This is an optimization exercise on Yosys and OpenROAD, whose aim is small area, a short achievable clock period and few clock cycles per item, not a production implementation.
At most, simulation tests tie the RTL to the original design; equivalence was not proved.
For run 6, only the layout was checked, not whether the RTL still works.
The clock port is modelled as an ideal driver; clocking choices that lean on that would not hold on a real chip.
Power and IR drop assume default switching activity.

<file path="design.v">
package tea_pkg;
    typedef logic [31:0] word_t;
    localparam word_t tea_delta = 32'h9e3779b9;
    function automatic logic [1023:0] sum_table();
        logic [1023:0] t;
        word_t s;
        s = '0;
        for (int j = 0; j < 32; j++) begin
            s = s + tea_delta;
            t[j*32 +: 32] = s;
        end
        sum_table = t;
    endfunction
    localparam logic [1023:0] sum_tab = sum_table();
    function automatic logic [32:0] add32(input word_t a, input word_t b, input logic cin);
        word_t pp, gg, p0, g0, c;
        int    j;
        p0 = a ^ b;
        g0 = a & b;
        pp = p0;
        gg = g0;
        gg[0] = gg[0] | (pp[0] & cin);
        for (int l = 0; l < 5; l++) begin
            for (int i = 31; i >= 0; i--) begin
                if (l > 0 && i == (1 << l)) begin
                    gg[i] = g0[i] | (p0[i] & g0[i - 1]) | (p0[i] & p0[i - 1] & gg[i - 2]);
                    pp[i] = p0[i] & p0[i - 1] & pp[i - 2];
                end else if ((i >> l) & 1) begin
                    j = ((i >> l) << l) - 1;
                    gg[i] = gg[i] | (pp[i] & gg[j]);
                    pp[i] = pp[i] & pp[j];
                end
            end
        end
        c = {gg[30:0], cin};
        add32 = {gg[31], p0 ^ c};
    endfunction
endpackage
`timescale 1ns/1ps
module crypt_machine #(
    parameter int data_in_w = 32,
    parameter int rounds    = 32
) (
    input  logic                  clk,
    input  logic                  resetn,
    input  logic [data_in_w-1:0]  data_in,
    input  logic                  go,
    input  logic                  decrypt,
    output logic                  done,
    output tea_pkg::word_t        display
);
    logic            s_load;       
    logic            s_load_rel;   
    logic            s_wait_op;    
    logic            s_run;        
    logic            s_wait_dec;   
    logic            s_wait_clr;   
    logic            s_clr_rel;    
    logic            running;      
    logic [2:0]      widx;
    logic            dec;        
    logic [6:0]      t;          
    tea_pkg::word_t  p, q;
    tea_pkg::word_t  r0, r1, r2, r3;
    tea_pkg::word_t  g;          
    logic            cin;
    tea_pkg::word_t  s;          
    logic start_enc, start_dec, start;
    assign start_enc = s_wait_op && go;
    assign start_dec = (s_wait_op && !go && decrypt) || (s_wait_dec && decrypt);
    assign start     = start_enc || start_dec;
    logic last;
    assign last = running && t[6];
    tea_pkg::word_t nw;
    logic           ovf;
    assign {ovf, nw} = tea_pkg::add32(p, g, cin);
    logic [27:0] a_x, a_y, a_z, a_s, a_c;
    logic [32:0] a_sum;
    assign a_x   = p[27:0];
    assign a_y   = g[27:0];
    assign a_z   = r0[31:4];
    assign a_s   = a_x ^ a_y ^ a_z;
    assign a_c   = (a_x & a_y) | (a_x & a_z) | (a_y & a_z);
    assign a_sum = tea_pkg::add32({4'd0, a_s}, {4'd0, a_c[26:0], cin}, 1'b0);
    tea_pkg::word_t b_s, b_c;
    logic [32:0]    b_sum;
    assign b_s   = p ^ g ^ s;
    assign b_c   = (p & g) | (p & s) | (g & s);
    assign b_sum = tea_pkg::add32(b_s, {b_c[30:0], cin}, 1'b0);
    tea_pkg::word_t c_z, c_s, c_c;
    logic [32:0]    c_sum;
    logic           c27;
    assign c_z   = {r1[26:0], 5'd0};
    assign c_s   = p ^ g ^ c_z;
    assign c_c   = (p & g) | (p & c_z) | (g & c_z);
    assign c_sum = tea_pkg::add32(c_s, {c_c[30:0], cin}, 1'b0);
    assign c27   = ovf ? (c_c[31] && c_sum[32]) : (c_c[31] || c_sum[32]);
    logic [4:0] r1_hi, r1_hi1;
    assign r1_hi  = r1[31:27];
    assign r1_hi1 = r1[31:27] + 5'd1;
    tea_pkg::word_t f_lo, g_nx;
    logic [4:0]     x_hi, g_hi0, g_hi1;
    assign f_lo  = {a_sum[27:0], r0[3:0]} ^ b_sum[31:0] ^ {5'd0, c_sum[31:5]};
    assign x_hi  = f_lo[31:27] ^ {5{dec}};
    assign g_hi0 = (x_hi ^ r1_hi)  & {5{m_n}};
    assign g_hi1 = (x_hi ^ r1_hi1) & {5{m_n}};
    assign g_nx  = {c27 ? g_hi1 : g_hi0, (f_lo[26:0] ^ {27{dec}}) & {27{m_n}}};
    logic       dec_n, m_n;
    assign dec_n = start ? start_dec : (running ? dec : 1'b1);
    assign m_n   = start ? start_dec : (running && (!dec || (t[5:0] != 6'd63)));
    logic [4:0] jh, sidx;
    assign jh   = t[5:1] + {4'd0, dec | t[0]};
    assign sidx = running ? (jh ^ {5{dec}}) : 5'd31;
    always_ff @(posedge clk) begin
        g    <= g_nx;
        cin  <= m_n && dec;
        s    <= start_enc ? tea_pkg::tea_delta : tea_pkg::sum_tab[sidx*32 +: 32];
    end
    logic load_q, load_p;
    assign load_q = s_load && (widx <= 3'd1);
    assign load_p = s_load_rel && (widx == 3'd0);
    logic rot, load_r2, load_r3;
    assign rot     = start || running ||
                     (s_load_rel && !go && ((widx == 3'd3) || (widx == 3'd5)));
    assign load_r2 = s_load && ((widx == 3'd2) || (widx == 3'd4));
    assign load_r3 = s_load && ((widx == 3'd3) || (widx == 3'd5));
    always_ff @(posedge clk) begin
        if (load_q || running || start) begin
            q <= load_q ? data_in : nw;
        end
        if (load_p || running || start) begin
            p <= q;
        end
        if (rot) begin
            r0 <= r2;
            r1 <= r3;
        end
        if (rot || load_r2) begin
            r2 <= load_r2 ? data_in : r0;
        end
        if (rot || load_r3) begin
            r3 <= load_r3 ? data_in : r1;
        end
    end
    logic last_word;
    assign last_word = (widx == 3'd5);
    always_ff @(posedge clk) begin
        if (!resetn) begin
            s_load     <= 1'b1;
            s_load_rel <= 1'b0;
            s_wait_op  <= 1'b0;
            s_run      <= 1'b0;
            s_wait_dec <= 1'b0;
            s_wait_clr <= 1'b0;
            s_clr_rel  <= 1'b0;
            running    <= 1'b0;
            widx       <= '0;
            done       <= 1'b0;
        end else begin
            s_load     <= (s_load && !go) || (s_load_rel && !go && !last_word) ||
                          (s_clr_rel && !go);
            s_load_rel <= (s_load || s_load_rel) && go;
            s_wait_op  <= (s_load_rel && !go && last_word) ||
                          (s_wait_op && !go && !decrypt);
            s_run      <= start || (s_run && !done);
            s_wait_dec <= (s_run && done && !dec) || (s_wait_dec && !decrypt && !go);
            s_wait_clr <= (s_run && done && dec) || (s_wait_clr && !go);
            s_clr_rel  <= (s_wait_dec && !decrypt && go) || ((s_wait_clr || s_clr_rel) && go);
            running    <= start || (running && !t[6]);
            done       <= last;
            if (s_load_rel && !go) begin
                widx <= widx + 3'd1;
            end else if (s_clr_rel && !go) begin
                widx <= '0;
            end
        end
    end
    always_ff @(posedge clk) begin
        dec <= dec_n;
        if (start) begin
            t <= '0;
        end else if (running) begin
            t <= t + 7'd1;
        end
    end
    always_ff @(posedge clk) begin
        if (!resetn || s_clr_rel) begin
            display <= '0;
        end else if (last) begin
            display <= {nw[15:0], q[15:0]};
        end
    end
endmodule
</file>
<file path="flow/run.sh">
#!/bin/bash
set -euo pipefail
export SETUP_SLACK_MARGIN=8.2
export BUFFER_PORTS_ARGS="-buffer_cell sky130_fd_sc_hd__buf_4"
bash standard.sh MATCH_CELL_FOOTPRINT=0 finish > standard.log 2>&1
</file>
<file path="standard.sh">
#!/bin/bash
# synth_recipe.tcl (not shown) runs the flow's synth.tcl, then flattens the netlist and writes it again
# the make line also repeats each setting of config.mk as NAME=value (left out here)
make -C /OpenROAD-flow-scripts/flow DESIGN_CONFIG=/design/flow/config.mk WORK_HOME=/design/flow/orfs CLKGATE_MAP_FILE= SYNTH_SCRIPT=/design/flow/synth_recipe.tcl "${@:-finish}"
</file>
<file path="config.mk">
export PLATFORM = sky130hd
export DESIGN_NAME = crypt_machine
export DESIGN_NICKNAME = crypt_machine
export VERILOG_FILES = /design/flow/design.v
export SDC_FILE = /design/flow/constraint.sdc
export NUM_CORES = 4
export LEC_CHECK = 0
export CAP_MARGIN = 20
export CORE_MARGIN = 2
export CORE_UTILIZATION = 40
export CTS_CLUSTER_DIAMETER = 100
export CTS_CLUSTER_SIZE = 24
export SLEW_MARGIN = 20
</file>
<file path="constraint.sdc">
create_clock -name core_clock -period 12.0 [get_ports {clk}]
set_input_delay 2.4000 -clock core_clock [delete_from_list [all_inputs] [get_ports {clk}]]
set_output_delay 2.4000 -clock core_clock [all_outputs]
set_load 0.01 [all_outputs]
</file>
==> flow_metrics.tcl, run 1 <==
set metrics [dict create \
    status "complete, no violations" \
    final_util_pct 45.3 \
    cp-startpoint "p[0]" \
    cp_endpoint_kind "flip-flop" \
    layout_filler_cell_count 4422 \
    synth_cell_type_count 74 \
    postRouteWirelength_um 50900 \
    rows 80 \
    worstReg2RegStart "p[0]" \
    dp.final_hpwl_um 36000 \
    hp_start "q[25]" \
    first_pass_grt_wire_length_um 78100 \
    port-buffer-count 68 \
    grt_antenna_before_repair 1 \
    core_um2 47400 \
    synth_edf_count 193 \
    grt_overflow_total 0 \
    cts.sinks 309 \
    static-leakage-power_nw 8.45 \
    routed_wire_length_per_instance_um 20.9 \
    synth.largest_area_cell "sky130_fd_sc_hd__edfxtp_1" \
    synth_area_leaders "sky130_fd_sc_hd__edfxtp_1 30%, sky130_fd_sc_hd__dfxtp_1 12%, sky130_fd_sc_hd__fa_1 9.7%, sky130_fd_sc_hd__ha_1 9.4%, sky130_fd_sc_hd__xnor2_1 8.4%" \
    synthDominantCellAreaShare_pct 30.4 \
    max_cap_viol_count 0 \
    track_usage_pct 20.5 \
    grt_setup_unrepaired "true" \
    hold_viol 0 \
    drtAntennaViolNets 0 \
    arrival_ns 4.25 \
    dr_total_vias 13377 \
    antenna_cells 0 \
    cts_inserted_buffers 17 \
    fp.dieH_um 222 \
    critPathRequiredTime_ns 12.47 \
    final_max_slew_viol_count 0 \
    insertion_delay_to_the_later_sink_of_the_worst_skew_pair_ns 0.56 \
    synth_area_per_cell_um2 11.1 \
    root_buffer_cell "sky130_fd_sc_hd__clkbuf_16" \
    place_congestion 0.898 \
    synthToLayoutAreaGrowth_pct 12.6 \
    final_sum_of_negative_setup_slack_ns 0 \
    cellPowerDensity_nw_per_um2 103 \
    first_pass_iters 5 \
    synthesis.instances 1716 \
    cts-htree-levels 1 \
    number_of_global_route_vias_before_repair 13307 \
    peakVddDrop_v 0.000101 \
    synthesis.nets 1988 \
    ctsLongestPathBuffers 3 \
    tritoncts_clock_tree "yes" \
    grt_max_degree 43 \
    floorplan.initialDensity_pct 40.2 \
    postSynth.topFlopCell "sky130_fd_sc_hd__edfxtp_1" \
    synth.yosys.seq_area_share_pct 42.5 \
    detailedRoute.firstIterationViolations 1022 \
    achievable-frequency_ghz 0.265 \
    postSynthRegisterBits 309 \
    remaining_drc_errors 0 \
    synth_warnings 1 \
    reg2reg_setup_slack_ns 8.22 \
    top_level_ports 69 \
    relSlewSlack_pct 26.5 \
    path_class "reg2reg" \
    drive_above_1_share_pct 16.5 \
    setup_violations 0 \
    timing.critical_path.from_type "flip-flop" \
    worst-slew-pin-transition_ns 1.10 \
    timing.critical_path.fanout_max 5 \
    post-route-min-period_ns 3.78 \
    final.setup_skew_ns 0.0359 \
    finalNetCount 2083 \
    dieArea_um2 49500 \
    die_width_um 222 \
    syn-cell-area_um2 19100 \
    hold_class "reg2reg" \
    detail_route.vias_per_cell 5.49 \
    synth-async-reset-ratio_pct 0 \
    clk_pin_slew_worst_paths_ns 0.11 \
    final.period_utilization_pct 31.5 \
]
metal layers:
layer  track usage, %  vias up  routed length [um]
met1             27.9     6636               22500
met3             2.34       73                2700
met2             34.9      383               24500
met5                0        -                   0
li1                 -     6285                   -
met4             4.94        0                1300
critical path: stages (launching register included):
cell,delay [ns]
sky130_fd_sc_hd__edfxtp_1,0.45
sky130_fd_sc_hd__fa_1,0.51
sky130_fd_sc_hd__ha_4,0.19
sky130_fd_sc_hd__fa_2,0.40
sky130_fd_sc_hd__a211oi_4,0.26
sky130_fd_sc_hd__o211ai_1,0.21
sky130_fd_sc_hd__nand3_2,0.15
sky130_fd_sc_hd__a21oi_2,0.07
sky130_fd_sc_hd__a211o_4,0.31
sky130_fd_sc_hd__a31o_4,0.24
sky130_fd_sc_hd__and4_4,0.20
sky130_fd_sc_hd__a2111oi_4,0.18
sky130_fd_sc_hd__xnor3_1,0.44
sky130_fd_sc_hd__nor2_1,0.09
area by class of cell:
cell class	instances	area [um2]	share of cell area [%]
inverter	45	173	0.804
tap	615	769	3.58
clock buffer	25	477	2.22
multi-input combinational	1305	10900	50.7
clock inverter	5	40.0	0.186
timing repair inverter	1	7.51	0.0349
timing repair buffer	132	1010	4.70
sequential	309	8120	37.8
cell usage in the layout, fill, tap and decap left out, types with 7 or more instances in the layout:
cell type,Yosys,final
sky130_fd_sc_hd__a211oi_1,20,19
sky130_fd_sc_hd__a21o_1,38,36
sky130_fd_sc_hd__a21oi_1,139,131
sky130_fd_sc_hd__a21oi_2,1,9
sky130_fd_sc_hd__and2_1,8,7
sky130_fd_sc_hd__and3_1,11,11
sky130_fd_sc_hd__buf_4,0,129
sky130_fd_sc_hd__clkbuf_1,46,7
sky130_fd_sc_hd__clkbuf_16,0,18
sky130_fd_sc_hd__dfxtp_1,116,113
sky130_fd_sc_hd__edfxtp_1,193,193
sky130_fd_sc_hd__fa_1,92,88
sky130_fd_sc_hd__ha_1,144,142
sky130_fd_sc_hd__inv_1,44,43
sky130_fd_sc_hd__mux2_2,66,66
sky130_fd_sc_hd__nand2_1,180,175
sky130_fd_sc_hd__nand2b_1,9,8
sky130_fd_sc_hd__nand3_1,22,21
sky130_fd_sc_hd__nand4_1,15,15
sky130_fd_sc_hd__nor2_1,115,112
sky130_fd_sc_hd__nor2b_1,13,13
sky130_fd_sc_hd__nor3_1,14,13
sky130_fd_sc_hd__o211ai_1,11,11
sky130_fd_sc_hd__o21a_1,12,12
sky130_fd_sc_hd__o21ai_0,63,58
sky130_fd_sc_hd__o21ai_1,4,7
sky130_fd_sc_hd__o31ai_1,9,8
sky130_fd_sc_hd__xnor2_1,184,183
sky130_fd_sc_hd__xor2_1,33,32
final timing paths:
check / endpoint / cells past startpoint
setup reg to reg: g[31] / 13
hold / removal: p[25] / 0
hold reg to reg: p[25] / 0
setup / recovery: g[31] / 13
per-stage QoR:
| stage | power (W) | cell area [um2] | setup WS, ns | hold WS (ns) | cells |
|---|---|---|---|---|---|
| global placement | 0.00154 | 20300 | 7.16 | 0.401 | 2355 |
| CTS | 0.00222 | 21100 | 8.06 | 0.420 | 2408 |
| detailed placement | 0.00155 | 20300 | 7.13 | 0.405 | 2355 |
| floorplan | 0.00146 | 19100 | 7.64 | 0.400 | 1716 |
| finish | 0.00221 | 21500 | 8.22 | 0.414 | 2437 |
| global route | 0.00230 | 21500 | 8.05 | 0.427 | 2437 |
registers in the layout, indices dropped and copies added, names as in the netlist, 7 cells and up:
| signal | flops |
|---|---|
| r2 | 32 |
| q | 32 |
| r0 | 32 |
| s | 32 |
| t | 7 |
| display | 32 |
| p | 32 |
| r3 | 32 |
| r1 | 32 |
| g | 32 |
power breakdown:
| group | switching, W | internal (W) |
|---|---|---|
| Combinational | 0.000199 | 0.000179 |
| Clock | 0.000376 | 0.000286 |
| Sequential | 0.0000214 | 0.00115 |
cell families (layout without fill, tap and decap cells):
kind of cell             after synthesis  after routing  share of synthesized area (%)
adder cells (fa/ha/maj)              237            237                           19.2
buffers and inverters                102            208                           2.03
XOR/XNOR                             221            221                           10.4
AND/OR/NAND/NOR                      410            410                           9.46
flip-flops                           309            309                           42.5
AO/OA/AOI/OAI                        369            369                           12.4
multiplexers                          68             68                           4.00
synth_stat cells (20+ instances only):
cell type / number
sky130_fd_sc_hd__a211oi_1: 20
sky130_fd_sc_hd__a21o_1: 38
sky130_fd_sc_hd__a21oi_1: 139
sky130_fd_sc_hd__clkbuf_1: 46
sky130_fd_sc_hd__dfxtp_1: 116
sky130_fd_sc_hd__edfxtp_1: 193
sky130_fd_sc_hd__fa_1: 92
sky130_fd_sc_hd__ha_1: 144
sky130_fd_sc_hd__inv_1: 44
sky130_fd_sc_hd__mux2_2: 66
sky130_fd_sc_hd__nand2_1: 180
sky130_fd_sc_hd__nand3_1: 22
sky130_fd_sc_hd__nor2_1: 115
sky130_fd_sc_hd__o21ai_0: 63
sky130_fd_sc_hd__xnor2_1: 184
sky130_fd_sc_hd__xor2_1: 33
repair_timing:
item | 4_1_cts | 5_1_grt
pin swaps | 20 | 30
hold buffers | 0 | 0
gates resized for setup | 34 | 29
setup endpoints to repair | 120 | 132
setup buffers | 22 | 29
gates cloned | 1 | 0
Testbench counts, summed over its fixed seeds: cycles 7,752, ops 96.
==> run 2: changes to the inputs <==
==> flow/run.sh (replaced) <==
#!/bin/bash
set -euo pipefail
export SETUP_SLACK_MARGIN=8.2
export BUFFER_PORTS_ARGS="-buffer_cell sky130_fd_sc_hd__buf_2"
bash standard.sh MATCH_CELL_FOOTPRINT=0 finish > standard.log 2>&1
==> run 2 against run 1 <==
Net effect: cell area down 0.17%; total power increased by 1.9%; setup slack worse by 0.033 ns; via count down 0.83%; cell count up 0.25%; die area did not move; synthesized cell count did not move; still clean; first-iteration DRC count down 1.1%.
==> flow_metrics.tcl, run 2 <==
set metrics [dict create \
    synth_area_per_cell_um2 11.1 \
    cp_endpoint_kind "flip-flop" \
    cts_inserted_buffers 18 \
    first_pass_iters 5 \
    synth.yosys.seq_area_share_pct 42.5 \
    tritoncts_clock_tree "yes" \
    final.period_utilization_pct 31.8 \
    cts-htree-levels 1 \
    critical_path.max_stage_delay_ns 0.51 \
    hp_start "r3[31]" \
    core_um2 47400 \
    final_sum_of_negative_setup_slack_ns 0 \
    arrival_ns 4.28 \
    postRouteWirelength_um 50300 \
    place_congestion 0.885 \
    setup.worst_path.end "g[31]" \
    grt_overflow_total 0 \
    synthesis.nets 1988 \
    die_width_um 222 \
    synthToLayoutAreaGrowth_pct 12.4 \
    synth_area_leaders "sky130_fd_sc_hd__edfxtp_1 30%, sky130_fd_sc_hd__dfxtp_1 12%, sky130_fd_sc_hd__fa_1 9.7%, sky130_fd_sc_hd__ha_1 9.4%, sky130_fd_sc_hd__xnor2_1 8.4%" \
    synthDominantCellAreaShare_pct 30.4 \
    setup_violations 0 \
    critPathRequiredTime_ns 12.47 \
    static-leakage-power_nw 8.50 \
    grt_setup_unrepaired "true" \
    track_usage_pct 20.3 \
    synth_warnings 1 \
    timing.critical_path.fanout_max 4 \
    antenna_cells 0 \
    hold_class "reg2reg" \
    cp-startpoint "p[0]" \
    dieArea_um2 49500 \
    drive_above_1_share_pct 17.0 \
    ctsLongestPathBuffers 3 \
    synth-async-reset-ratio_pct 0 \
    mostFrequentLayoutCells "193 x sky130_fd_sc_hd__edfxtp_1, 178 x sky130_fd_sc_hd__xnor2_1, 173 x sky130_fd_sc_hd__nand2_1" \
    placedCellCount 2354 \
    layoutNonFillerInstCount 2443 \
    timing.critical_path.from_type "flip-flop" \
    postSynth.topFlopCell "sky130_fd_sc_hd__edfxtp_1" \
    postSynthRegisterBits 309 \
    hold_viol 0 \
    synth.largest_area_cell "sky130_fd_sc_hd__edfxtp_1" \
    detail_route.vias_per_cell 5.43 \
    timing.reg2reg.worst_path_depth 14 \
    synth_edf_count 193 \
    fp.dieH_um 222 \
    routed_wire_length_per_instance_um 20.6 \
    synth_commonest_cells "193 x sky130_fd_sc_hd__edfxtp_1, 184 x sky130_fd_sc_hd__xnor2_1, 180 x sky130_fd_sc_hd__nand2_1" \
    crit_slowest_cell "sky130_fd_sc_hd__fa_1" \
    grt_antenna_before_repair 2 \
    final.setup_skew_ns 0.0493 \
    remaining_drc_errors 0 \
    top_level_ports 69 \
    reg2reg_setup_slack_ns 8.19 \
    total_area_of_multi_input_combinational_cells_um2 10900 \
    peakVddDrop_v 0.0000922 \
    root_buffer_cell "sky130_fd_sc_hd__clkbuf_16" \
    worstReg2RegStart "p[0]" \
    syn-cell-area_um2 19100 \
    synthesis.instances 1716 \
    power_switching_share_pct 27.3 \
    detailedRoute.firstIterationViolations 1011 \
    layout.cells.most_common "sky130_fd_sc_hd__edfxtp_1" \
    insertion_delay_to_the_later_sink_of_the_worst_skew_pair_ns 0.56 \
    power.sequential.fraction_pct 52.0 \
    cell_with_the_most_instances_after_synthesis "sky130_fd_sc_hd__edfxtp_1" \
    first_pass_grt_wire_length_um 78100 \
    grt_max_degree 65 \
    layout_filler_cell_count 4480 \
    final_max_slew_viol_count 0 \
    relSlewSlack_pct 52.3 \
    path_class "reg2reg" \
    worstReg2RegEnd "g[31]" \
    netSwitchingPower_w 0.000614 \
    critical_path.cell_chain "buf_6 > fa_1 > ha_4 > fa_2 > a211oi_2 > o211ai_1 > nand3_2 > a21oi_2 > a211o_4 > a31o_4 > and4_4 > a2111oi_4 > xnor3_1 > nor2_1" \
    seqCellArea_um2 8120 \
    post-route-min-period_ns 3.81 \
    combPwrFrac_pct 17.0 \
    rows 80 \
    status "complete, no violations" \
    p_clk_share_pct 31.1 \
    floorplan.initialDensity_pct 40.2 \
    drtAntennaViolNets 0 \
    number_of_global_route_vias_before_repair 13317 \
    worst-slew-pin-transition_ns 0.711 \
    dp.final_hpwl_um 35900 \
    dr_total_vias 13266 \
    finalNetCount 2089 \
    internal_power_w 0.00164 \
    cellPowerDensity_nw_per_um2 105 \
    synth_cell_type_count 74 \
    max_cap_viol_count 0 \
    cts.sinks 309 \
    hold_depth 0 \
    achievable-frequency_ghz 0.262 \
    port-buffer-count 68 \
    clk_pin_slew_worst_paths_ns 0.10 \
]
[run 2: metrics by stage]
step | util, % | area, um2 | worst slack, ns | hold WS (ns) | power (W)
6_report | 45.2 | 21500 | 8.19 | 0.400 | 0.00225
5_1_grt | 45.2 | 21500 | 8.03 | 0.399 | 0.00235
4_1_cts | 44.1 | 20900 | 7.94 | 0.395 | 0.00225
2_1_floorplan | - | 19100 | 7.64 | 0.400 | 0.00146
3_3_place_gp | 42.4 | 20100 | 7.41 | 0.401 | 0.00154
3_5_place_dp | 42.4 | 20100 | 7.38 | 0.405 | 0.00154
[run 2: worst min path at each step]
stage,to,slack (ns)
after detailed placement,p[28],0.40
after CTS,r1[31],0.39
final,r1[31],0.40
after floorplan,p[16],0.40
after global placement,r0[26],0.40
after global routing,r1[31],0.40
[run 2: logic make-up after synthesis]
group	count (synthesis)	synth area share, %
compound gates	369	12.4
xor+xnor	221	10.4
fa+ha+maj	237	19.2
buf+inv	102	2.03
flops	309	42.5
mux	68	4.00
simple gates	410	9.46
[run 2: final cells by class]
type | instances | share of cell area, %
inverter | 45 | 0.805
tap | 615 | 3.59
clock inverter | 4 | 0.338
multi-input combinational | 1305 | 50.9
clock buffer | 27 | 2.36
timing repair buffer | 138 | 4.11
sequential | 309 | 37.9
[run 2: metal layers]
layer / global-route usage [%] / routed length [um] / up-vias
li1: - / - / 6292
met1: 27.8 / 22900 / 6601
met2: 34.5 / 24300 / 323
met3: 2.86 / 2320 / 50
met4: 3.90 / 820 / 0
met5: 0 / 0 / -
[run 2: worst max-delay path, delay by kind of cell (launching register included)]
kind	cells	cell delay, ns
AND/OR/NAND/NOR	3	0.43
AO/OA/AOI/OAI	6	1.32
adder cells (fa/ha/maj)	3	1.10
flip-flops	1	0.46
buffers and inverters	1	0.16
XOR/XNOR	1	0.26
[run 2: power groups by stage]
stage	combinational, W	clock [W]	sequential [W]
detailed placement	0.000344	0	0.00120
global route	0.000422	0.000754	0.00117
floorplan	0.000279	0	0.00119
CTS	0.000355	0.000723	0.00117
global placement	0.000339	0	0.00120
finish	0.000382	0.000699	0.00117
[run 2: repair_timing]
| item | CTS | global route |
|---|---|---|
| setup buffers | 17 | 41 |
| hold endpoints to repair | 0 | 0 |
| resized for setup | 21 | 46 |
| pin swaps | 14 | 33 |
| gates cloned | 0 | 0 |
| hold buffers | 0 | 0 |
| endpoints found under the setup margin | 154 | 160 |
==> run 3: changes to the inputs <==
==> flow/run.sh (replaced) <==
#!/bin/bash
set -euo pipefail
export SETUP_SLACK_MARGIN=8.2
export BUFFER_PORTS_ARGS="-buffer_cell sky130_fd_sc_hd__buf_4"
bash standard.sh MATCH_CELL_FOOTPRINT=0 finish > standard.log 2>&1
--- a/config.mk
+++ b/config.mk
@@ -7,7 +7,8 @@
 export LEC_CHECK = 0
 export CAP_MARGIN = 20
 export CORE_MARGIN = 2
-export CORE_UTILIZATION = 40
+export CORE_UTILIZATION = 60
 export CTS_CLUSTER_DIAMETER = 100
 export CTS_CLUSTER_SIZE = 24
+export PLACE_DENSITY = 0.8
 export SLEW_MARGIN = 20
==> run 3 against run 2 <==
Net effect: highest routed layer unchanged; first-iteration DRC count up 16%; die area down 33%; cell area down 1.7%.
==> flow_metrics.tcl, run 3 <==
set metrics [dict create \
    rows 65 \
    layout_filler_cell_count 2358 \
    postSynthRegisterBits 309 \
    number_of_global_route_vias_before_repair 13275 \
    final.period_utilization_pct 32.1 \
    arrival_ns 4.29 \
    timing.reg2reg.worst_path_depth 15 \
    worstReg2RegStart "p[0]" \
    final_max_slew_viol_count 0 \
    synth.yosys.seq_area_share_pct 42.5 \
    top_level_ports 69 \
    cts_inserted_buffers 17 \
    timing.critical_path.from_type "flip-flop" \
    synth.largest_area_cell "sky130_fd_sc_hd__edfxtp_1" \
    hold_depth 0 \
    cts.hold.buffers_added 0 \
    critical_path.cell_chain "buf_6 > fa_1 > ha_2 > inv_2 > fa_2 > nand2b_4 > a21o_4 > a31oi_4 > a211o_4 > a221o_1 > a31oi_4 > o21ai_2 > xnor2_1 > xnor3_1 > nor2_1" \
    critPathRequiredTime_ns 12.44 \
    hold_viol 0 \
    critical_path.max_stage_delay_ns 0.53 \
    grt_overflow_total 0 \
    synth_area_per_cell_um2 11.1 \
    timing.critical_path.fanout_max 4 \
    dieArea_um2 33200 \
    remaining_drc_errors 0 \
    post-route-min-period_ns 3.85 \
    postRouteWirelength_um 48600 \
    synthesis.nets 1988 \
    insertion_delay_to_the_later_sink_of_the_worst_skew_pair_ns 0.53 \
    static-leakage-power_nw 8.36 \
    detailedRoute.firstIterationViolations 1168 \
    antenna_cells 0 \
    synth_edf_count 193 \
    achievable-frequency_ghz 0.260 \
    dp.final_hpwl_um 35500 \
    die_width_um 182 \
    synth-async-reset-ratio_pct 0 \
    routed_wire_length_per_instance_um 22.0 \
    detail_route.vias_per_cell 6.13 \
    tritoncts_clock_tree "yes" \
    status "complete, no violations" \
    cts.sinks 309 \
    place_congestion 0.933 \
    finalInstanceArea_um2 21100 \
    path_delay_family "compound AO/OA/AOI/OAI gates" \
    dr_total_vias 13523 \
    ctsLongestPathBuffers 3 \
    final_sum_of_negative_setup_slack_ns 0 \
    final.setup_skew_ns 0.0280 \
    reg2reg_setup_slack_ns 8.15 \
    syn-cell-area_um2 19100 \
    drtAntennaViolNets 0 \
    floorplan.initialDensity_pct 60.6 \
    cell_with_the_most_instances_after_synthesis "sky130_fd_sc_hd__edfxtp_1" \
    worstReg2RegEnd "g[31]" \
    worst-slew-pin-transition_ns 1.09 \
    grt_antenna_before_repair 0 \
    postSynth.topFlopCell "sky130_fd_sc_hd__edfxtp_1" \
    max_cap_viol_count 0 \
    worstPathBufferInverterCount 2 \
    synth_area_leaders "sky130_fd_sc_hd__edfxtp_1 30%, sky130_fd_sc_hd__dfxtp_1 12%, sky130_fd_sc_hd__fa_1 9.7%, sky130_fd_sc_hd__ha_1 9.4%, sky130_fd_sc_hd__xnor2_1 8.4%" \
    report.power.total_w 0.00218 \
    finalNetCount 2065 \
    fp.dieH_um 182 \
    clk_pin_slew_worst_paths_ns 0.10 \
    setup_violations 0 \
    drive_above_1_share_pct 15.6 \
    hold_path_end "r0[1]" \
    hold_class "reg2reg" \
    track_usage_pct 29.1 \
    synth_warnings 1 \
    synthDominantCellAreaShare_pct 30.4 \
    hp_start "r2[1]" \
    synthToLayoutAreaGrowth_pct 10.6 \
    port-buffer-count 68 \
    layout.cells.most_common "sky130_fd_sc_hd__edfxtp_1" \
    peakVddDrop_v 0.000112 \
    core_um2 31500 \
    first_pass_iters 6 \
    critical-path-top-cell-by-count "sky130_fd_sc_hd__a31oi_4" \
    mostFrequentLayoutCells "193 x sky130_fd_sc_hd__edfxtp_1, 179 x sky130_fd_sc_hd__xnor2_1, 178 x sky130_fd_sc_hd__nand2_1" \
    cts-htree-levels 1 \
    crit_slowest_cell "sky130_fd_sc_hd__fa_1" \
    path_class "reg2reg" \
    grt_setup_unrepaired "true" \
    first_pass_grt_wire_length_um 74800 \
    place_area_um2 20000 \
    cellPowerDensity_nw_per_um2 103 \
    synth_commonest_cells "193 x sky130_fd_sc_hd__edfxtp_1, 184 x sky130_fd_sc_hd__xnor2_1, 180 x sky130_fd_sc_hd__nand2_1" \
    synthesis.instances 1716 \
    relSlewSlack_pct 27.4 \
    synth_cell_type_count 74 \
    root_buffer_cell "sky130_fd_sc_hd__clkbuf_16" \
    cp_endpoint_kind "flip-flop" \
    grt_max_degree 62 \
]
==> run 3: cell counts after synthesis <==
No cell type changed its count.
==> run 3: worst register-to-register path, cell delays in order (launching register included) <==
cell	delay (ns)
sky130_fd_sc_hd__edfxtp_1	0.46
sky130_fd_sc_hd__buf_6	0.15
sky130_fd_sc_hd__fa_1	0.54
sky130_fd_sc_hd__ha_2	0.21
sky130_fd_sc_hd__inv_2	0.04
sky130_fd_sc_hd__fa_2	0.35
sky130_fd_sc_hd__nand2b_4	0.16
sky130_fd_sc_hd__a21o_4	0.24
sky130_fd_sc_hd__a31oi_4	0.23
sky130_fd_sc_hd__a211o_4	0.21
sky130_fd_sc_hd__a221o_1	0.26
sky130_fd_sc_hd__a31oi_4	0.13
sky130_fd_sc_hd__o21ai_2	0.16
sky130_fd_sc_hd__xnor2_1	0.14
sky130_fd_sc_hd__xnor3_1	0.40
sky130_fd_sc_hd__nor2_1	0.09
==> run 3: repair_timing <==
| item | 4_1_cts | 5_1_grt |
|---|---|---|
| pin swaps | 20 | 21 |
| buffers inserted | 12 | 21 |
| resized for setup | 27 | 40 |
| endpoints found under the setup margin | 87 | 90 |
==> run 3: worst max path at each step <==
stage,start,slack (ns),endpoint,cells past startpoint
final,p[0],8.15,g[31],15
after global routing,p[0],8.03,g[31],15
after CTS,p[21],8.13,g[30],12
after detailed placement,decrypt,7.57,r0[0],6
after global placement,decrypt,7.58,r0[0],6
after floorplan,go,7.64,r0[0],5
==> run 3: kinds of logic (layout without fill, tap and decap cells) <==
kind of cell	after synthesis	after routing	synth area share [%]
simple gates	410	410	9.46
xor+xnor	221	221	10.4
fa+ha+maj	237	237	19.2
mux	68	68	4.00
flops	309	309	42.5
buf+inv	102	189	2.03
compound gates	369	369	12.4
==> run 3: metrics by stage <==
step | hold slack, ns | setup WS (ns) | util, % | std cells
final | 0.416 | 8.15 | 67.0 | 2205
after floorplan | 0.400 | 7.64 | - | 1716
after detailed placement | 0.405 | 7.57 | 63.6 | 2143
after global routing | 0.427 | 8.03 | 67.0 | 2205
after global placement | 0.400 | 7.58 | 63.6 | 2143
after CTS | 0.420 | 8.13 | 65.9 | 2184
==> run 3: area by class of cell <==
cell class | count | area [um2] | share of cell area, %
clock inverters | 4 | 36.3 | 0.172
well taps | 402 | 503 | 2.38
flip-flops and latches | 309 | 8120 | 38.5
multi-input cells | 1305 | 10900 | 51.8
inverters | 45 | 173 | 0.818
clock buffers | 25 | 455 | 2.16
repair buffers | 115 | 878 | 4.16
==> run 3: where the power goes <==
| group | internal, W | switching [W] | leakage [nW] |
|---|---|---|---|
| clock network | 0.000272 | 0.000357 | 0.233 |
| registers | 0.00115 | 0.0000230 | 2.72 |
| logic | 0.000180 | 0.000201 | 5.41 |
==> run 3: metal layers <==
metal,up-vias,part of all wire [%],global-route usage (%)
met5,-,0,0
met4,0,3.1,8.32
met3,88,6.1,3.33
met2,536,48,49.8
met1,6655,43,39.5
li1,6244,-,-
==> run 4: changes to the inputs <==
--- a/config.mk
+++ b/config.mk
@@ -7,7 +7,7 @@
 export LEC_CHECK = 0
 export CAP_MARGIN = 20
 export CORE_MARGIN = 2
-export CORE_UTILIZATION = 60
+export CORE_UTILIZATION = 50
 export CTS_CLUSTER_DIAMETER = 100
 export CTS_CLUSTER_SIZE = 24
 export PLACE_DENSITY = 0.8
==> run 4 against run 3 <==
Net effect: still clean on timing, DRC and antenna; global-route usage decreased by 3.9 points; sequential share of layout area decreased by 0.30 points; non-clock buffer count fell by 3; worst hold slack got worse by 0.0018 ns; setup slack worse by 0.17 ns; utilization down 11 points; largest power group unchanged.
==> flow_metrics.tcl, run 4 <==
set metrics [dict create \
    postSynth.topFlopCell "sky130_fd_sc_hd__edfxtp_1" \
    total_area_of_multi_input_combinational_cells_um2 10900 \
    remaining_drc_errors 0 \
    static-leakage-power_nw 8.41 \
    cp_endpoint_kind "flip-flop" \
    critPathRequiredTime_ns 12.40 \
    ctsLongestPathBuffers 3 \
    worstReg2RegStart "p[0]" \
    dr_total_vias 13543 \
    finalNetCount 2063 \
    hp_start "r2[25]" \
    achievable-frequency_ghz 0.249 \
    cts.hold.buffers_added 0 \
    dp.final_hpwl_um 36400 \
    dieArea_um2 39700 \
    post-route-min-period_ns 4.01 \
    first_pass_iters 5 \
    cts-htree-levels 1 \
    worstReg2RegEnd "g[28]" \
    place_congestion 0.956 \
    cellPowerDensity_nw_per_um2 107 \
    synth_commonest_cells "193 x sky130_fd_sc_hd__edfxtp_1, 184 x sky130_fd_sc_hd__xnor2_1, 180 x sky130_fd_sc_hd__nand2_1" \
    synth_edf_count 193 \
    timing.reg2reg.worst_path_depth 18 \
    synth_warnings 1 \
    core_um2 37700 \
    root_buffer_cell "sky130_fd_sc_hd__clkbuf_16" \
    timing.critical_path.fanout_max 3 \
    reg2reg_setup_slack_ns 7.99 \
    max_cap_viol_count 0 \
    drive_above_1_share_pct 15.2 \
    insertion_delay_to_the_later_sink_of_the_worst_skew_pair_ns 0.54 \
    post_synth_fa_ha_maj_area_fraction_pct 19.2 \
    path_class "reg2reg" \
    synthesis.nets 1988 \
    setup_violations 0 \
    seqCellArea_um2 8120 \
    clk_pin_slew_worst_paths_ns 0.10 \
    detailedRoute.firstIterationViolations 1178 \
    yosys-mux-area-fraction_pct 4.00 \
    synth_cell_type_count 74 \
    dominant_combinational_cell_family_by_area_after_synthesis "adder cells" \
    hold_class "reg2reg" \
    cell_with_the_most_instances_after_synthesis "sky130_fd_sc_hd__edfxtp_1" \
    synth_area_leaders "sky130_fd_sc_hd__edfxtp_1 30%, sky130_fd_sc_hd__dfxtp_1 12%, sky130_fd_sc_hd__fa_1 9.7%, sky130_fd_sc_hd__ha_1 9.4%, sky130_fd_sc_hd__xnor2_1 8.4%" \
    top_level_ports 69 \
    detail_route.vias_per_cell 5.86 \
    hold_path_end "r0[25]" \
    grt_antenna_before_repair 1 \
    timing.critical_path.from_type "flip-flop" \
    synth.largest_area_cell "sky130_fd_sc_hd__edfxtp_1" \
    syn-cell-area_um2 19100 \
    floorplan.initialDensity_pct 50.7 \
    relSlewSlack_pct 33.9 \
    rows 71 \
    drtAntennaViolNets 0 \
    finalInstanceArea_um2 21300 \
    layout_filler_cell_count 3135 \
    final.setup_skew_ns 0.0221 \
    die_width_um 199 \
    synth_area_per_cell_um2 11.1 \
    worst-slew-pin-transition_ns 0.988 \
    arrival_ns 4.41 \
    hold_viol 0 \
    first_pass_grt_wire_length_um 76500 \
    final.period_utilization_pct 33.4 \
    grt_setup_unrepaired "true" \
    post_synth_and_or_nand_nor_area_fraction_pct 9.46 \
    synthesis.instances 1716 \
    cts_inserted_buffers 18 \
    fp.dieH_um 199 \
    cts.sinks 309 \
    synth.yosys.seq_area_share_pct 42.5 \
    port-buffer-count 68 \
    tritoncts_clock_tree "yes" \
    postSynthRegisterBits 309 \
    synthToLayoutAreaGrowth_pct 11.4 \
    mostFrequentLayoutCells "193 x sky130_fd_sc_hd__edfxtp_1, 180 x sky130_fd_sc_hd__xnor2_1, 178 x sky130_fd_sc_hd__nand2_1" \
    routed_wire_length_per_instance_um 21.5 \
    hold_depth 0 \
    synth_xor_area_share_pct 10.4 \
    synth-async-reset-ratio_pct 0 \
    grt_overflow_total 0 \
    status "complete, no violations" \
    synth_compound_area_share_pct 12.4 \
    postRouteWirelength_um 49800 \
    number_of_global_route_vias_before_repair 13575 \
    final_max_slew_viol_count 0 \
    peakVddDrop_v 0.000153 \
    final_sum_of_negative_setup_slack_ns 0 \
    synthDominantCellAreaShare_pct 30.4 \
    grt_max_degree 65 \
    layout.cells.most_common "sky130_fd_sc_hd__edfxtp_1" \
    place_area_um2 20200 \
    track_usage_pct 25.2 \
    antenna_cells 0 \
]
-- run 4: cell counts after synthesis --
Identical to the previous run, type by type.
-- run 4: timing repair --
| item | in CTS | in global routing |
|---|---|---|
| resized for setup | 29 | 28 |
| setup endpoints to repair | 83 | 27 |
| buffers inserted | 11 | 18 |
| pin swaps | 30 | 39 |
-- run 4: per-stage QoR --
step	instances	total power, W	hold slack [ns]	setup WS, ns	utilization, %
finish	2312	0.00227	0.415	7.99	56.4
global route	2312	0.00235	0.422	7.86	56.4
CTS	2293	0.00226	0.422	8.07	55.7
detailed placement	2252	0.00155	0.405	7.60	53.5
global placement	2252	0.00154	0.400	7.66	53.5
floorplan	1716	0.00146	0.400	7.64	-
-- run 4: how the worst max path moves through the flow --
stage	startpoint	endpoint	slack (ns)	cells after the start
2_1_floorplan	go	r0[0]	7.64	5
3_3_place_gp	decrypt	r1[20]	7.66	6
3_5_place_dp	decrypt	r0[25]	7.60	6
4_1_cts	p[0]	g[30]	8.07	14
5_1_grt	p[0]	g[28]	7.86	18
6_report	p[0]	g[28]	7.99	18
-- run 4: cell families (layout without fill, tap and decap cells) --
kind of cell	Yosys count	count (layout)
flops	309	309
xor+xnor	221	221
mux	68	68
buf+inv	102	187
simple gates	410	410
compound gates	369	369
fa+ha+maj	237	237
-- run 4: where the power goes --
| group | internal (W) | switching, W |
|---|---|---|
| registers | 0.00115 | 0.0000241 |
| logic | 0.000182 | 0.000205 |
| clock network | 0.000334 | 0.000374 |
-- run 4: worst max-delay path, stage by stage, from the launching register on --
cell,delay (ns)
sky130_fd_sc_hd__edfxtp_1,0.44
sky130_fd_sc_hd__buf_4,0.16
sky130_fd_sc_hd__buf_6,0.10
sky130_fd_sc_hd__fa_1,0.47
sky130_fd_sc_hd__ha_2,0.21
sky130_fd_sc_hd__inv_2,0.05
sky130_fd_sc_hd__fa_2,0.20
sky130_fd_sc_hd__nand2b_4,0.12
sky130_fd_sc_hd__a21o_1,0.18
sky130_fd_sc_hd__a31oi_4,0.13
sky130_fd_sc_hd__a211o_4,0.39
sky130_fd_sc_hd__a221o_1,0.42
sky130_fd_sc_hd__buf_4,0.17
sky130_fd_sc_hd__buf_6,0.11
sky130_fd_sc_hd__a21oi_2,0.13
sky130_fd_sc_hd__xnor2_1,0.10
sky130_fd_sc_hd__xnor2_1,0.27
sky130_fd_sc_hd__xnor2_1,0.16
sky130_fd_sc_hd__nor2_1,0.05
-- run 4: layout make-up --
class | count | share of cell area (%)
clock buffer | 24 | 2.42
clock inverter | 6 | 0.412
inverter | 45 | 0.812
multi-input combinational | 1305 | 51.1
sequential | 309 | 38.2
tap | 511 | 3.01
timing repair buffer | 112 | 4.10
-- run 4: metal layers --
layer / wire length (um) / vias to the layer above / track usage (%)
met3: 3460 / 132 / 3.56
met5: 10 / - / 0
met4: 2330 / 2 / 10.1
li1: - / 6244 / -
met1: 20600 / 6577 / 33.0
met2: 23400 / 588 / 42.2
==> run 5: changes to the inputs <==
--- a/config.mk
+++ b/config.mk
@@ -10,5 +10,5 @@
 export CORE_UTILIZATION = 50
 export CTS_CLUSTER_DIAMETER = 100
 export CTS_CLUSTER_SIZE = 24
-export PLACE_DENSITY = 0.8
+export PLACE_DENSITY = 0.7
 export SLEW_MARGIN = 20
==> run 5 against run 4 <==
Net effect: setup slack improved by 0.30 ns; wire length fell by 0.64%; critical path depth fell by 12; register-to-register slack improved by 0.31 ns; non-clock buffer count rose by 12; utilization rose by 0.076 points; sequential share of layout area barely moved; clock skew rose by 0.0062 ns; combinational power fell by 2%; clock-buffer cell count rose by 2; critical endpoint is now p[0].
==> flow_metrics.tcl, run 5 <==
set metrics [dict create \
    status "complete, no violations" \
    cts-htree-levels 1 \
    ctsLongestPathBuffers 3 \
    first_pass_grt_wire_length_um 76600 \
    clk_pin_slew_worst_paths_ns 0.11 \
    hold_depth 0 \
    root_buffer_cell "sky130_fd_sc_hd__clkbuf_16" \
    timing.reg2reg.worst_path_depth 13 \
    detail_route.vias_per_cell 5.80 \
    synthDominantCellAreaShare_pct 30.4 \
    internal_power_w 0.00160 \
    crit_slowest_cell "sky130_fd_sc_hd__nor2_2" \
    postSynth.topFlopCell "sky130_fd_sc_hd__edfxtp_1" \
    synth.largest_area_cell "sky130_fd_sc_hd__edfxtp_1" \
    cell_with_the_most_instances_after_synthesis "sky130_fd_sc_hd__edfxtp_1" \
    cts_inserted_buffers 17 \
    critPathRequiredTime_ns 12.21 \
    core_um2 37700 \
    number_of_global_route_vias_before_repair 13333 \
    synth.yosys.seq_area_share_pct 42.5 \
    drtAntennaViolNets 0 \
    die_width_um 199 \
    fp.dieH_um 199 \
    peakVddDrop_v 0.000104 \
    final.period_utilization_pct 31.0 \
    place_worst_setup_slack_ns 7.18 \
    grt_setup_unrepaired "true" \
    synthesis.instances 1716 \
    relSlewSlack_pct 25.5 \
    final_max_slew_viol_count 0 \
    synth_area_per_cell_um2 11.1 \
    achievable-frequency_ghz 0.269 \
    floorplan.initialDensity_pct 50.7 \
    path_class "in2reg" \
    total_area_of_multi_input_combinational_cells_um2 10900 \
    report.power.total_w 0.00219 \
    finalNetCount 2074 \
    hold_class "reg2reg" \
    layout_filler_cell_count 3242 \
    final_sum_of_negative_setup_slack_ns 0 \
    seqCellArea_um2 8130 \
    port-buffer-count 68 \
    place_congestion 0.898 \
    synthesis.nets 1988 \
    synth-async-reset-ratio_pct 0 \
    first_pass_iters 6 \
    remaining_drc_errors 0 \
    combPwrFrac_pct 17.4 \
    dr_total_vias 13463 \
    max_cap_viol_count 0 \
    final.setup_skew_ns 0.0284 \
    setup_violations 0 \
    critical_path.max_stage_delay_ns 0.42 \
    synth_commonest_cells "193 x sky130_fd_sc_hd__edfxtp_1, 184 x sky130_fd_sc_hd__xnor2_1, 180 x sky130_fd_sc_hd__nand2_1" \
    post-route-min-period_ns 3.72 \
    insertion_delay_to_the_later_sink_of_the_worst_skew_pair_ns 0.54 \
    timing.final.ws_setup_ns 8.28 \
    track_usage_pct 25.3 \
    worstReg2RegEnd "g[25]" \
    postRouteWirelength_um 49500 \
    synthToLayoutAreaGrowth_pct 11.6 \
    dp.final_hpwl_um 35500 \
    postSynthRegisterBits 309 \
    synth_edf_count 193 \
    grt_antenna_before_repair 0 \
    synth_area_leaders "sky130_fd_sc_hd__edfxtp_1 30%, sky130_fd_sc_hd__dfxtp_1 12%, sky130_fd_sc_hd__fa_1 9.7%, sky130_fd_sc_hd__ha_1 9.4%, sky130_fd_sc_hd__xnor2_1 8.4%" \
    antenna_cells 0 \
    netSwitchingPower_w 0.000585 \
    grt_max_degree 65 \
    timing.critical_path.fanout_max 17 \
    p_clk_share_pct 29.1 \
    tritoncts_clock_tree "yes" \
    layout.cells.most_common "sky130_fd_sc_hd__edfxtp_1" \
    cts.sinks 309 \
    rows 71 \
    drive_above_1_share_pct 16.4 \
    reg2reg_setup_slack_ns 8.30 \
    worst-slew-pin-transition_ns 1.11 \
    dieArea_um2 39700 \
    grt_overflow_total 0 \
    arrival_ns 3.92 \
    cellPowerDensity_nw_per_um2 103 \
    hold_viol 0 \
    top_level_ports 69 \
    cp_endpoint_kind "flip-flop" \
    syn-cell-area_um2 19100 \
    worstReg2RegStart "p[5]" \
    routed_wire_length_per_instance_um 21.3 \
    power.sequential.fraction_pct 53.5 \
    hold-worst-slack_ns 0.423 \
    cts.hold.buffers_added 0 \
    static-leakage-power_nw 8.39 \
    detailedRoute.firstIterationViolations 1264 \
    mostFrequentLayoutCells "193 x sky130_fd_sc_hd__edfxtp_1, 181 x sky130_fd_sc_hd__xnor2_1, 174 x sky130_fd_sc_hd__nand2_1" \
    critical_path.cell_chain "buf_4 > a21oi_1 > nor2_2 > nor2_1 > o21ai_4 > buf_6" \
    power_switching_share_pct 26.8 \
    hp_start "q[22]" \
    synth_cell_type_count 74 \
    hold_path_end "p[22]" \
    timing.critical_path.from_type "input pin" \
    synth_warnings 1 \
]
## run 5: changes by cell type in the layout (fill, tap and decap cells not counted), sizes merged
cell,change
clkbuf,+2
buf,+12
bufinv,-1
clkinv,-2
## run 5: worst max path at each step
| stage | depth (start not counted) | slack (ns) | end | startpoint |
|---|---|---|---|---|
| 2_1_floorplan | 5 | 7.64 | r0[0] | go |
| 3_3_place_gp | 6 | 7.23 | r3[12] | decrypt |
| 3_5_place_dp | 6 | 7.18 | r3[2] | decrypt |
| 4_1_cts | 13 | 8.13 | g[30] | p[0] |
| 5_1_grt | 15 | 8.16 | g[18] | p[0] |
| 6_report | 6 | 8.28 | p[0] | decrypt |
## run 5: area by class of cell
| cell class | instances | area share (%) |
|---|---|---|
| Clock buffer | 26 | 2.16 |
| Clock inverter | 3 | 0.165 |
| Inverter | 45 | 0.811 |
| Multi-Input combinational cell | 1305 | 51.2 |
| Sequential cell | 309 | 38.2 |
| Tap cell | 511 | 3.00 |
| Timing Repair Buffer | 124 | 4.50 |
## run 5: timing repair
| item | in CTS | in global routing |
|---|---|---|
| hold endpoints to repair | 0 | 0 |
| endpoints found under the setup margin | 119 | 87 |
| gates resized for setup | 33 | 38 |
| setup buffers | 28 | 16 |
| pin swaps | 24 | 25 |
## run 5: stage by stage
step	instances	instance area, um2	utilization (%)
6_report	2323	21300	56.5
5_1_grt	2323	21300	56.5
4_1_cts	2307	21000	55.8
3_5_place_dp	2250	20100	53.5
3_3_place_gp	2250	20100	53.5
2_1_floorplan	1716	19100	-
## run 5: power by group through the flow
| stage | Sequential, W | Clock (W) | Combinational [W] |
|---|---|---|---|
| floorplan | 0.00119 | 0 | 0.000279 |
| global placement | 0.00120 | 0 | 0.000343 |
| detailed placement | 0.00120 | 0 | 0.000350 |
| CTS | 0.00117 | 0.000650 | 0.000367 |
| global route | 0.00117 | 0.000687 | 0.000416 |
| finish | 0.00117 | 0.000637 | 0.000380 |
## run 5: cells by family after synthesis
| group | synth area share (%) |
|---|---|
| fa+ha+maj | 19.2 |
| simple gates | 9.46 |
| xor+xnor | 10.4 |
| mux | 4.00 |
| buf+inv | 2.03 |
| flops | 42.5 |
| compound gates | 12.4 |
## run 5: layer usage
layer	share of wire (%)	up-vias	global-route usage [%]
li1	-	6274	-
met1	44	6660	34.5
met2	47	424	42.3
met3	5.3	105	3.02
met4	3.7	0	8.20
met5	0	-	0
## run 5: critical path, delay by kind of cell
family / cells / cell delay, ns
buffers and inverters: 2 / 0.43
AO/OA/AOI/OAI: 2 / 0.42
AND/OR/NAND/NOR: 2 / 0.63
==> run 6: changes to the inputs <==
--- a/design.v
+++ b/design.v
@@ -22,7 +22,10 @@
         gg[0] = gg[0] | (pp[0] & cin);
         for (int l = 0; l < 5; l++) begin
             for (int i = 31; i >= 0; i--) begin
-                if (l > 0 && i == (1 << l)) begin
+                if (l == 0 && i == 1) begin
+                    gg[i] = g0[1] | ((p0[1] & a[0]) & b[0]) | ((p0[1] & p0[0]) & cin);
+                    pp[i] = p0[1] & p0[0];
+                end else if (l > 0 && i == (1 << l)) begin
                     gg[i] = g0[i] | (p0[i] & g0[i - 1]) | (p0[i] & p0[i - 1] & gg[i - 2]);
                     pp[i] = p0[i] & p0[i - 1] & pp[i - 2];
                 end else if ((i >> l) & 1) begin
==> run 6 against run 5 <==
Net effect: still clean on timing, DRC and antenna; sequential share of layout area shrank 0.48 points; global-route usage grew 0.91 points; sequential power about the same; sequential cell count is the same; cell area rose by 1.2%; cell count increased by 1.5%; first-iteration DRC count shrank 11%; synthesized cell count rose by 2.2%; total power increased by 1.3%; largest cell class unchanged.
==> flow_metrics.tcl, run 6 <==
set metrics [dict create \
    cell_with_the_most_instances_after_synthesis "sky130_fd_sc_hd__nand2_1" \
    critical-path-top-cell-by-count "sky130_fd_sc_hd__a21oi_1" \
    critical_path.cell_chain "buf_4 > fa_1 > ha_4 > a21oi_1 > o21ai_1 > or3_4 > a21o_1 > a21o_1 > a21oi_1 > xnor3_1 > or3_1 > a21oi_1" \
    timing.reg2reg.worst_path_depth 12 \
    floorplan.initialDensity_pct 50.8 \
    syn-cell-area_um2 19100 \
    reg2reg_setup_slack_ns 8.15 \
    finalNetCount 2103 \
    place_congestion 0.961 \
    cts_inserted_buffers 17 \
    setup_violations 0 \
    cellPowerDensity_nw_per_um2 103 \
    layout_filler_cell_count 3234 \
    tritoncts_clock_tree "yes" \
    rows 71 \
    synth_area_per_cell_um2 10.9 \
    worstReg2RegEnd "g[19]" \
    cts-htree-levels 1 \
    root_buffer_cell "sky130_fd_sc_hd__clkbuf_16" \
    top_level_ports 69 \
    synth_warnings 1 \
    worst-slew-pin-transition_ns 1.08 \
    synth_commonest_cells "203 x sky130_fd_sc_hd__nand2_1, 193 x sky130_fd_sc_hd__edfxtp_1, 184 x sky130_fd_sc_hd__xnor2_1" \
    synthesis.nets 2023 \
    core_um2 37700 \
    critPathRequiredTime_ns 12.44 \
    ctsLongestPathBuffers 3 \
    die_width_um 200 \
    total_area_of_multi_input_combinational_cells_um2 11200 \
    dieArea_um2 39900 \
    cts.sinks 309 \
    synth_cell_type_count 66 \
    clk_pin_slew_worst_paths_ns 0.10 \
    hold_path_end "p[30]" \
    port-buffer-count 68 \
    worstReg2RegStart "p[9]" \
    crit_slowest_cell "sky130_fd_sc_hd__fa_1" \
    achievable-frequency_ghz 0.260 \
    hp_start "q[30]" \
    hold_depth 0 \
    fp.dieH_um 200 \
    final.setup_skew_ns 0.0500 \
    status "complete, no violations" \
    grt_overflow_total 0 \
    synthesis.instances 1754 \
    mostFrequentLayoutCells "198 x sky130_fd_sc_hd__nand2_1, 193 x sky130_fd_sc_hd__edfxtp_1, 182 x sky130_fd_sc_hd__xnor2_1" \
    postSynth.topFlopCell "sky130_fd_sc_hd__edfxtp_1" \
    static-leakage-power_nw 8.47 \
    drive_above_1_share_pct 15.7 \
    peakVddDrop_v 0.000144 \
    track_usage_pct 26.2 \
    remaining_drc_errors 0 \
    dp.final_hpwl_um 38000 \
    hold_viol 0 \
    postSynthRegisterBits 309 \
    final_util_pct 57.2 \
    synth.largest_area_cell "sky130_fd_sc_hd__edfxtp_1" \
    grt_antenna_before_repair 0 \
    timing.critical_path.from_type "flip-flop" \
    postRouteWirelength_um 51900 \
    detail_route.vias_per_cell 5.78 \
    cts.hold.buffers_added 0 \
    synth_edf_count 193 \
    synth-async-reset-ratio_pct 0 \
    synthToLayoutAreaGrowth_pct 12.6 \
    drtAntennaViolNets 0 \
    seqCellArea_um2 8120 \
    synthDominantCellAreaShare_pct 30.3 \
    timing.critical_path.fanout_max 4 \
    number_of_global_route_vias_before_repair 13431 \
    cp_endpoint_kind "flip-flop" \
    first_pass_iters 5 \
    routed_wire_length_per_instance_um 22.0 \
    detailedRoute.firstIterationViolations 1119 \
    synth.yosys.seq_area_share_pct 42.4 \
    synth_area_leaders "sky130_fd_sc_hd__edfxtp_1 30%, sky130_fd_sc_hd__dfxtp_1 12%, sky130_fd_sc_hd__ha_1 9.4%, sky130_fd_sc_hd__fa_1 9.3%, sky130_fd_sc_hd__xnor2_1 8.4%" \
    final.period_utilization_pct 32.1 \
    grt_max_degree 65 \
    relSlewSlack_pct 27.6 \
    grt_setup_unrepaired "true" \
    insertion_delay_to_the_later_sink_of_the_worst_skew_pair_ns 0.55 \
    max_cap_viol_count 0 \
    final_max_slew_viol_count 0 \
    critical_path.max_stage_delay_ns 0.60 \
    first_pass_grt_wire_length_um 78700 \
    dr_total_vias 13623 \
    layout.cells.most_common "sky130_fd_sc_hd__nand2_1" \
    final_sum_of_negative_setup_slack_ns 0 \
    path_class "reg2reg" \
    arrival_ns 4.29 \
    post-route-min-period_ns 3.85 \
    hold_class "reg2reg" \
]
-- run 6: cell count changes after synthesis, moves of 7 or more --
cell	change
sky130_fd_sc_hd__nand2_1	+23
sky130_fd_sc_hd__o21ai_0	+15
sky130_fd_sc_hd__nor2_1	-9
sky130_fd_sc_hd__a21oi_1	+8
sky130_fd_sc_hd__a21o_1	+7
sky130_fd_sc_hd__a31oi_1	+7
sky130_fd_sc_hd__o21a_1	-7
-- run 6: worst max path at each step --
stage                        to  startpoint  slack (ns)
after floorplan           r0[0]     decrypt        7.69
after global placement    q[15]     decrypt        7.74
after detailed placement  q[15]     decrypt        7.65
after CTS                 g[30]        p[8]        8.19
after global routing      g[19]        p[9]        8.02
final                     g[19]        p[9]        8.15
-- run 6: cells by family (layout without fill, tap and decap cells) --
group | Yosys count | after routing | share of synthesized area (%)
DFF | 309 | 309 | 42.4
adders and majority gates | 233 | 233 | 18.7
and+or+nand+nor | 434 | 434 | 9.94
buffers and inverters | 102 | 193 | 2.01
other | 0 | 1 | 0
AOI/OAI and AO/OA | 382 | 382 | 12.3
xor gates and xnor gates | 226 | 226 | 10.6
muxes | 68 | 68 | 4.01
-- run 6: area by class of cell --
| cell class | instances | share of cell area (%) |
|---|---|---|
| Antenna cell | 1 | 0.0116 |
| Clock buffer | 26 | 2.13 |
| Clock inverter | 4 | 0.203 |
| Inverter | 45 | 0.830 |
| Multi-Input combinational cell | 1343 | 52.0 |
| Sequential cell | 309 | 37.7 |
| Tap cell | 511 | 2.97 |
| Timing Repair Buffer | 118 | 4.15 |
-- run 6: report_power, final --
| group | internal [W] | switching (W) | leakage, nW |
|---|---|---|---|
| combinational | 0.000185 | 0.000216 | 5.51 |
| clock | 0.000275 | 0.000369 | 0.238 |
| sequential | 0.00115 | 0.0000227 | 2.72 |
| total | 0.00161 | 0.000608 | 8.47 |
-- run 6: through the flow --
stage | total power (W) | area [um2] | instances | setup WS, ns | hold slack, ns
5_1_grt | 0.00230 | 21500 | 2356 | 8.02 | 0.405
4_1_cts | 0.00222 | 21200 | 2345 | 8.19 | 0.379
6_report | 0.00221 | 21600 | 2357 | 8.15 | 0.384
3_5_place_dp | 0.00156 | 20300 | 2294 | 7.65 | 0.405
2_1_floorplan | 0.00147 | 19200 | 1754 | 7.69 | 0.400
3_3_place_gp | 0.00156 | 20300 | 2294 | 7.74 | 0.400
-- run 6: repair_timing --
item | in CTS | in global routing
gates resized for setup | 40 | 47
pin swaps | 19 | 22
endpoints found under the setup margin | 20 | 97
gates cloned | 0 | 0
setup buffers | 21 | 11
-- run 6: layer usage --
layer / vias up / wire length, um / global-route usage (%) / part of all wire, %
met3: 88 / 2680 / 3.17 / 5.2
met4: 0 / 1510 / 7.68 / 2.9
met2: 423 / 24800 / 44.0 / 48
met1: 6725 / 22900 / 35.8 / 44
met5: - / 0 / 0 / 0
li1: 6387 / - / - / -
-- run 6: worst max-delay path, delay by kind of cell (launching register included) --
family	cells	cell delay, ns
fa+ha+maj	2	0.84
compound gates	6	1.18
simple gates	2	0.80
buf+inv	1	0.20
xor+xnor	1	0.24
flops	1	0.47
==> run 7: changes to the inputs <==
--- a/design.v
+++ b/design.v
@@ -22,10 +22,7 @@
         gg[0] = gg[0] | (pp[0] & cin);
         for (int l = 0; l < 5; l++) begin
             for (int i = 31; i >= 0; i--) begin
-                if (l == 0 && i == 1) begin
-                    gg[i] = g0[1] | ((p0[1] & a[0]) & b[0]) | ((p0[1] & p0[0]) & cin);
-                    pp[i] = p0[1] & p0[0];
-                end else if (l > 0 && i == (1 << l)) begin
+                if (l > 0 && i == (1 << l)) begin
                     gg[i] = g0[i] | (p0[i] & g0[i - 1]) | (p0[i] & p0[i - 1] & gg[i - 2]);
                     pp[i] = p0[i] & p0[i - 1] & pp[i - 2];
                 end else if ((i >> l) & 1) begin
==> flow/run.sh (replaced) <==
#!/bin/bash
set -euo pipefail
export SETUP_SLACK_MARGIN=8.2
export POST_CTS_TCL="$PWD/flow/post_cts.tcl"
export BUFFER_PORTS_ARGS="-buffer_cell sky130_fd_sc_hd__buf_4"
bash standard.sh MATCH_CELL_FOOTPRINT=0 finish > standard.log 2>&1
==> flow/post_cts.tcl (new file) <==
# Extra setup repair after clock tree synthesis, with a tighter target and
# more passes than the standard step's.
estimate_parasitics -placement
repair_timing -setup -setup_margin 8.6 -repair_tns 100 -max_passes 500 -verbose
detailed_placement
check_placement -verbose
--- a/config.mk
+++ b/config.mk
@@ -7,8 +7,7 @@
 export LEC_CHECK = 0
 export CAP_MARGIN = 20
 export CORE_MARGIN = 2
-export CORE_UTILIZATION = 50
+export CORE_UTILIZATION = 40
 export CTS_CLUSTER_DIAMETER = 100
 export CTS_CLUSTER_SIZE = 24
-export PLACE_DENSITY = 0.7
 export SLEW_MARGIN = 20
==> run 7 against run 6 <==
Net effect: non-clock buffer count grew 46; sequential cell count is the same; total power grew 0.56%; setup slack gained 0.072 ns; combinational power shrank 1%; critical endpoint is now g[31]; die area grew 24%; critical path type unchanged; sequential power is essentially flat; largest power group unchanged; highest routed layer unchanged.
==> flow_metrics.tcl, run 7 <==
set metrics [dict create \
    port-buffer-count 68 \
    grt_setup_unrepaired "true" \
    synthesis.instances 1716 \
    path_class "reg2reg" \
    post-route-min-period_ns 3.78 \
    status "complete, no violations" \
    insertion_delay_to_the_later_sink_of_the_worst_skew_pair_ns 0.56 \
    relSlewSlack_pct 48.8 \
    clk_pin_slew_worst_paths_ns 0.11 \
    syn-cell-area_um2 19100 \
    synth_warnings 1 \
    synth_area_per_cell_um2 11.1 \
    setup_violations 0 \
    worstPathBufferInverterCount 3 \
    final_util_pct 46.9 \
    achievable-frequency_ghz 0.265 \
    final_sum_of_negative_setup_slack_ns 0 \
    synth.yosys.seq_area_share_pct 42.5 \
    fp.dieH_um 222 \
    first_pass_iters 5 \
    postSynthRegisterBits 309 \
    final.period_utilization_pct 31.5 \
    synthesis.nets 1988 \
    cp_endpoint_kind "flip-flop" \
    final.setup_skew_ns 0.0341 \
    synth.largest_area_cell "sky130_fd_sc_hd__edfxtp_1" \
    detail_route.vias_per_cell 5.52 \
    cts.sinks 309 \
    critPathRequiredTime_ns 12.47 \
    critical_path.cell_chain "buf_6 > buf_6 > fa_1 > ha_2 > inv_2 > fa_2 > nand2b_4 > a21o_4 > a31oi_4 > a211o_4 > a221o_1 > a31oi_4 > o21ai_2 > xnor2_1 > xnor3_1 > nor2_1" \
    report.power.total_w 0.00223 \
    detailedRoute.firstIterationViolations 1045 \
    drtAntennaViolNets 0 \
    track_usage_pct 21.5 \
    dr_total_vias 13623 \
    final_max_slew_viol_count 0 \
    grt_overflow_total 0 \
    timing.critical_path.from_type "flip-flop" \
    remaining_drc_errors 0 \
    hold_class "reg2reg" \
    synth_area_leaders "sky130_fd_sc_hd__edfxtp_1 30%, sky130_fd_sc_hd__dfxtp_1 12%, sky130_fd_sc_hd__fa_1 9.7%, sky130_fd_sc_hd__ha_1 9.4%, sky130_fd_sc_hd__xnor2_1 8.4%" \
    crit_slowest_cell "sky130_fd_sc_hd__fa_1" \
    first_pass_grt_wire_length_um 81300 \
    postSynth.topFlopCell "sky130_fd_sc_hd__edfxtp_1" \
    synth_edf_count 193 \
    grt_max_degree 43 \
    finalNetCount 2116 \
    arrival_ns 4.24 \
    layout.cells.most_common "sky130_fd_sc_hd__edfxtp_1" \
    routed_wire_length_per_instance_um 21.5 \
    dieArea_um2 49500 \
    cellPowerDensity_nw_per_um2 100 \
    path_delay_family "compound AO/OA/AOI/OAI gates" \
    static-leakage-power_nw 8.76 \
    number_of_global_route_vias_before_repair 13822 \
    synth_commonest_cells "193 x sky130_fd_sc_hd__edfxtp_1, 184 x sky130_fd_sc_hd__xnor2_1, 180 x sky130_fd_sc_hd__nand2_1" \
    tritoncts_clock_tree "yes" \
    place_congestion 0.898 \
    synthToLayoutAreaGrowth_pct 16.6 \
    grt_antenna_before_repair 0 \
    mostFrequentLayoutCells "193 x sky130_fd_sc_hd__edfxtp_1, 177 x sky130_fd_sc_hd__xnor2_1, 174 x sky130_fd_sc_hd__nand2_1" \
    dp.final_hpwl_um 36000 \
    synthDominantCellAreaShare_pct 30.4 \
    synth_cell_type_count 74 \
    hold_viol 0 \
    top_level_ports 69 \
    cell_with_the_most_instances_after_synthesis "sky130_fd_sc_hd__edfxtp_1" \
    worst-slew-pin-transition_ns 0.762 \
    core_um2 47400 \
    reg2reg_setup_slack_ns 8.22 \
    critical_path.max_stage_delay_ns 0.46 \
    drive_above_1_share_pct 21.9 \
    max_cap_viol_count 0 \
    timing.critical_path.fanout_max 3 \
    peakVddDrop_v 0.000101 \
    floorplan.initialDensity_pct 40.2 \
    rows 80 \
    antenna_cells 0 \
    synth-async-reset-ratio_pct 0 \
    postRouteWirelength_um 53000 \
    die_width_um 222 \
]
==> run 7: worst reg2reg max path, delay by kind of cell, from the launching register on <==
family	cells	cell delay [ns]
AND/OR/NAND/NOR	2	0.23
adder cells (fa/ha/maj)	3	0.87
buffers and inverters	3	0.31
AO/OA/AOI/OAI	6	1.42
XOR/XNOR	2	0.42
flip-flops	1	0.45
==> run 7: metrics by stage <==
step	cells	cell area, um2	setup WS [ns]	hold WS, ns
final	2470	22300	8.22	0.416
after global routing	2470	22300	8.07	0.427
after detailed placement	2355	20300	7.13	0.405
after global placement	2355	20300	7.16	0.401
after floorplan	1716	19100	7.64	0.400
==> run 7: path summary, 6_finish.rpt <==
path | from | end | depth (start not counted)
worst min register to register | q[25] | p[25] | 0
worst min-delay path | q[25] | p[25] | 0
worst max register to register | p[0] | g[31] | 16
worst max-delay path | p[0] | g[31] | 16
==> run 7: cell type report <==
cell class	instances	area, um2
Sequential cell	309	8180
Multi-Input combinational cell	1306	11100
Tap cell	615	769
Clock inverter	5	40.0
Timing Repair Buffer	164	1490
Inverter	45	173
Timing Repair inverter	1	7.51
Fill cell	4342	25200
Clock buffer	25	477
==> run 7: report_power, final <==
group / switching, W / total (W) / internal (W)
combinational: 0.000207 / 0.000397 / 0.000190
clock: 0.000377 / 0.000663 / 0.000286
sequential: 0.0000211 / 0.00117 / 0.00115
total: 0.000605 / 0.00223 / 0.00162
==> run 7: layer usage <==
metal,GRT usage (%),vias to the layer above,share of wire [%]
met5,0,-,0
li1,-,6350,-
met4,6.69,0,3.4
met3,3.28,87,6.2
met2,36.4,430,48
met1,28.3,6756,42
==> run 7: cells by family (layout without fill, tap and decap cells) <==
kind of cell,Yosys count,after routing,synth area share [%]
buffers and inverters,102,240,2.03
flip-flops,309,309,42.5
adder cells (fa/ha/maj),237,237,19.2
AND/OR/NAND/NOR,410,411,9.46
multiplexers,68,68,4.00
XOR/XNOR,221,221,10.4
AO/OA/AOI/OAI,369,369,12.4
Testbench counts of run 7, summed over its fixed seeds: cycles 7,752, ops 96.

Check on run 7: ideal ports give 8.225 ns setup slack; a clkbuf_16 on the clock port and buf_2 on the inputs give 8.225 ns; moving port delays by the midpoint clock arrival (0.591 ns) as well gives 8.003 ns.
